From an optimization exercise on the open Yosys and OpenROAD flow, aimed at small area and a short achievable clock period; shortcuts taken in it are not production practice.
Function was checked by simulation only, so behaviour that the tests miss may differ from the original.

build 86:
==> flow/design.v <==
module mdu_sequencer #(
  parameter int unsigned MULT_CYCLES = 5,
  parameter int unsigned DIV_CYCLES  = 10
) (
  input  logic        clk,
  input  logic        reset,
  input  logic        start,
  input  logic [2:0]  mdu_op,
  input  logic [31:0] a,
  input  logic [31:0] b,
  input  logic        cancel,
  input  logic        d_is_md,
  output logic        busy,
  output logic        stall_md,
  output logic [31:0] hi,
  output logic [31:0] lo
);
  localparam int W = 36;
  localparam int BS = 9;
  logic cancel_w;
  assign cancel_w = cancel;
  logic          busy_q, fin_q;
  logic [3:0]    cyc_q;
  logic          mul_q, sgn_q, sa_q, c8_q, take_q;
  logic [31:0]   d_q;
  logic [33:0]   r_q;    
  logic [35:0]   q_q;
  logic [31:0]   hi_q, lo_q;
  function automatic logic [W-1:0] add_row(input logic [W-1:0] x, input logic [W-1:0] y,
                                           input logic ci);
    logic [W/BS+1:0] gb;
    logic [W-1:0] s0, s;
    logic         cc, cb, t;
    cc = ci;
    for (int j = 0; j < W; j++) begin
      if (j % BS == 0 && j != 0) cc = 1'b0;
      s0[j] = x[j] ^ y[j] ^ cc;
      cc    = (x[j] & y[j]) | (cc & (x[j] ^ y[j]));
      if ((j + 1) % BS == 0 || j == W - 1) gb[j/BS] = cc;
    end
    s  = s0;
    cb = gb[0];
    for (int k = BS; k < W; k += BS) begin
      t = 1'b1;
      for (int j = k; j < k + BS && j < W; j++) begin
        s[j] = s0[j] ^ (cb & t);
        t    = t & s0[j];
      end
      cb = gb[k/BS] | (cb & t);
    end
    add_row = s;
  endfunction
  logic fin, dsign;
  logic [W-1:0] dx;
  assign fin   = fin_q;
  assign dsign = sgn_q & d_q[31];
  assign dx    = {{(W-32){dsign}}, d_q};
  function automatic logic [W-1:0] ysel(input logic [W-1:0] d, input logic s1, input logic s2,
                                        input logic s4, input logic ng);
    ysel = ((d & {W{s1}}) | ({d[W-2:0], 1'b0} & {W{s2}}) | ({d[W-3:0], 2'b0} & {W{s4}}))
           ^ {W{ng}};
  endfunction
  function automatic logic [2:0] booth(input logic b2, input logic b1, input logic b0);
    logic single, double, ng;
    single = b1 ^ b0;
    double = (b2 & ~b1 & ~b0) | (~b2 & b1 & b0);
    ng     = b2 & ~(b1 & b0);
    booth = {ng, double, single};
  endfunction
  logic [2:0] bd1, bd2, bd3, bd4;
  assign bd1 = booth(q_q[3], q_q[2], q_q[1]);
  assign bd2 = booth(q_q[5], q_q[4], q_q[3]);
  assign bd3 = booth(q_q[7], q_q[6], q_q[5]);
  assign bd4 = booth(q_q[9], q_q[8], q_q[7]);
  logic [W-1:0] x1, x2, x3, x4, s1, s2, s3, s4, o1, o2, o3, o4;
  logic sub1, sub2, sub3, sub4;
  logic take, zr, zt, negr, inc;
  logic c1a, c1b, c1c, n1, c2a, c2b, n2, c3a, c3b, n3, c4a, c4b, n4;
  assign x1   = {{(W-34){r_q[33]}}, r_q};
  assign sub1 = ~(x1[W-1] ^ dsign);
  always_comb begin
    c1a = 1'b0; c1b = 1'b0; c1c = 1'b0; n1 = 1'b0;
    if (!mul_q) begin
      if (!fin) begin c1a = 1'b1; n1 = sub1; end
      else      begin c1b = ~take_q; n1 = ~take_q & ~q_q[2]; end
    end else if (!fin) begin
      c1b = bd1[0]; c1c = bd1[1]; n1 = bd1[2];
    end else begin
      c1b = ~sgn_q & q_q[1];
    end
  end
  assign s1 = add_row(x1, ysel(dx, c1a, c1b, c1c, n1), n1);
  assign o1 = (mul_q && !fin) ? {{3{s1[W-1]}}, s1[W-1:3]} : {s1[W-2:0], q_q[34]};
  assign x2   = o1;
  assign sub2 = ~(x2[W-2] ^ dsign);
  assign c2a  = ~fin & (mul_q ? bd2[0] : 1'b1);
  assign c2b  = ~fin & mul_q & bd2[1];
  assign n2   = ~fin & (mul_q ? bd2[2] : sub2);
  assign s2   = add_row(x2, ysel(dx, c2a, c2b, 1'b0, n2), n2);
  assign o2   = mul_q ? {{3{s2[W-2]}}, s2[W-2:2]} : {s2[W-3], s2[W-3:0], q_q[33]};
  assign x3   = o2;
  assign sub3 = ~(x3[W-2] ^ dsign);
  assign c3a  = ~fin & (mul_q ? bd3[0] : ~c8_q);
  assign c3b  = ~fin & (mul_q ? bd3[1] : c8_q);
  assign n3   = ~fin & (mul_q ? bd3[2] : sub3);
  assign s3   = add_row(fin ? {5'd0, q_q[33:3]} : x3, ysel(dx, c3a, c3b, 1'b0, n3), n3 | inc);
  assign o3   = mul_q ? {{3{s3[W-2]}}, s3[W-2:2]} : {s3[W-3], s3[W-3:0], q_q[32]};
  assign x4   = o3;
  assign sub4 = ~(x4[W-2] ^ dsign);
  assign c4a  = mul_q ? bd4[0] : ~c8_q;
  assign c4b  = mul_q & bd4[1];
  assign n4   = mul_q ? bd4[2] : sub4 & ~c8_q;
  assign s4   = add_row(x4, ysel(dx, c4a, c4b, 1'b0, n4), n4);
  assign o4   = (mul_q || c8_q) ? {{2{s4[W-2]}}, s4[W-2:1]} : {s4[W-2:0], q_q[31]};
  logic [3:0] dg;
  assign dg = {~(s1[W-2] ^ dsign), ~(s2[W-2] ^ dsign), ~(s3[W-2] ^ dsign), ~(s4[W-2] ^ dsign)};
  assign negr = s2[W-2];
  assign zr   = ~|s2[W-2:0];
  assign zt   = ~|s3[W-2:1];
  assign take = (~sa_q & negr) | (sa_q & ~negr & ~zr) | (sa_q & negr & zt);
  logic [31:0] lo_res, hi_res;
  assign inc    = fin & ~mul_q & take_q & q_q[2];
  assign lo_res = {s3[30:0], mul_q ? q_q[2] : ~take_q};
  assign hi_res = s2[33:2];
  logic st, commit, dz;
  assign st     = start & ~busy_q & ~cancel_w;
  assign dz     = ~|d_q;
  assign commit = busy_q & fin & ~cancel_w & (mul_q | ~dz);
  always_ff @(posedge clk or negedge reset) begin
    if (!reset) begin
      busy_q <= 1'b0;
      hi_q   <= 32'd0;
      lo_q   <= 32'd0;
    end else begin
      if (!busy_q) busy_q <= st & ~mdu_op[2];
      else         busy_q <= ~cancel_w & ~fin;
      if (st && mdu_op == 3'd4) hi_q <= a;
      else if (commit)          hi_q <= hi_res;
      if (st && mdu_op == 3'd5) lo_q <= a;
      else if (commit)          lo_q <= lo_res;
    end
  end
  always_ff @(posedge clk) begin
    if (!busy_q) begin
      cyc_q <= 4'd0;
      fin_q <= 1'b0;
      mul_q <= ~mdu_op[1];
      sgn_q <= ~mdu_op[0];
      sa_q  <= a[31] & ~mdu_op[0];
      d_q   <= b;
      r_q   <= {34{a[31] & ~mdu_op[0] & mdu_op[1]}};
      q_q   <= {{2{a[31] & ~mdu_op[0]}}, a, 2'b00};
      c8_q  <= 1'b0;
    end else begin
      cyc_q <= cyc_q + 4'd1;
      fin_q <= mul_q ? (cyc_q == 4'd3) : (cyc_q == 4'd8);
      c8_q  <= ~mul_q & (cyc_q == 4'd7);
      take_q <= take;
      r_q   <= o4[33:0];
      q_q[35:34] <= q_q[31:30];
      q_q[33:1]  <= mul_q ? {s4[1:0], s3[1:0], s2[1:0], s1[2:1], q_q[33:9]}
                          : {q_q[29:0], dg[3:1]};
      q_q[0]     <= dg[0];
    end
  end
  assign busy     = busy_q;
  assign stall_md = d_is_md & (start | busy_q);
  assign hi       = hi_q;
  assign lo       = lo_q;
endmodule
clock: 85.0 ns
lec_check: 0
abc_area: 1
cap_margin: 20
core_margin: 2
core_utilization: 40
cts_buf_list: sky130_fd_sc_hd__clkbuf_8
slew_margin: 20
standard.sh (not shown) runs the stock make flow with config.mk's settings and CLKGATE_MAP_FILE= SYNTH_SCRIPT=/design/flow/synth_recipe.tcl, a recipe that flattens the netlist after the stock synthesis.
==> flow/flow/run.sh <==
#!/bin/bash
# The standard ORFS layout with two changes:
#  - ABC maps with its area-oriented standard-cell mapper (amap) instead of
#    "map -B 0.9" (a private copy of the ORFS scripts with only
#    abc_area.script replaced; registers and all other steps are unchanged);
#  - port buffers use the smallest plain buffer (buf_1).
set -e
rm -rf orfs_scripts
cp -r "$FLOW_HOME/scripts" orfs_scripts
cp flow/abc_area.script orfs_scripts/abc_area.script
export SCRIPTS_DIR="$PWD/orfs_scripts"
export BUFFER_PORTS_ARGS="-buffer_cell sky130_fd_sc_hd__buf_1"
bash standard.sh > standard_flow.log 2>&1
==> flow/flow/abc_area.script <==
strash
dch
amap
topo
stime -c
buffer -c
upsize -c
dnsize -c
[inputs] trial 32 vs build 86
==> flow/flow/run.sh <==
#!/bin/bash
# The standard ORFS layout with these changes:
#  - ABC maps with its area-oriented standard-cell mapper (amap) instead of
#    "map -B 0.9" (a private copy of the ORFS scripts with only
#    abc_area.script replaced; registers and all other steps unchanged);
#  - port buffers use the smallest plain buffer (buf_1).
set -e
rm -rf orfs_scripts
cp -r "$FLOW_HOME/scripts" orfs_scripts
cp flow/abc_area.script orfs_scripts/abc_area.script
export SCRIPTS_DIR="$PWD/orfs_scripts"
export BUFFER_PORTS_ARGS="-buffer_cell sky130_fd_sc_hd__buf_1"
export SETUP_SLACK_MARGIN=50.6
bash standard.sh > standard_flow.log 2>&1
Findings:
Trial 32 ends up with a design area that is 1.8% higher than in build 86. Compared with build 86, the router placed more vias in trial 32. | maximum frequency | trial 32 vs build 86 | ≈ equal |.

re-timing with driven ports:
The results above use ideal ports. As a check the final layouts listed here were re-extracted and re-timed, cells and wires unchanged.
Step 1 assumes that a clkbuf_16 drives the clock port and a buf_2 every other input.
Step 2 adds t to the input delays and takes it off the output delays; t is the mean of the earliest and latest rising clock arrival at the registers after step 1. Input paths then give back, and output paths get back, about the clock's delay inside the block.
Slacks: ideal ports / drivers / drivers and shift; pairs: ideal ports / drivers.
| run | shift t [ns] | setup slack, ns | worst setup path at the end | slew at the worst register clock pin (ns) | pins driven straight from the clock port |
|---|---|---|---|---|---|
| build 86 | 0.567 | 50.636 / 50.605 / 50.605 | input to output | 0.12 / 0.12 | 1 |
| trial 32 | 0.568 | 50.636 / 50.606 / 50.606 | input to output | 0.12 / 0.12 | 1 |
After both steps setup and hold are still met in every run listed. For build 86, which loses most, drivers alone change the setup slack by -0.031 ns; drivers and shift together by -0.031 ns.
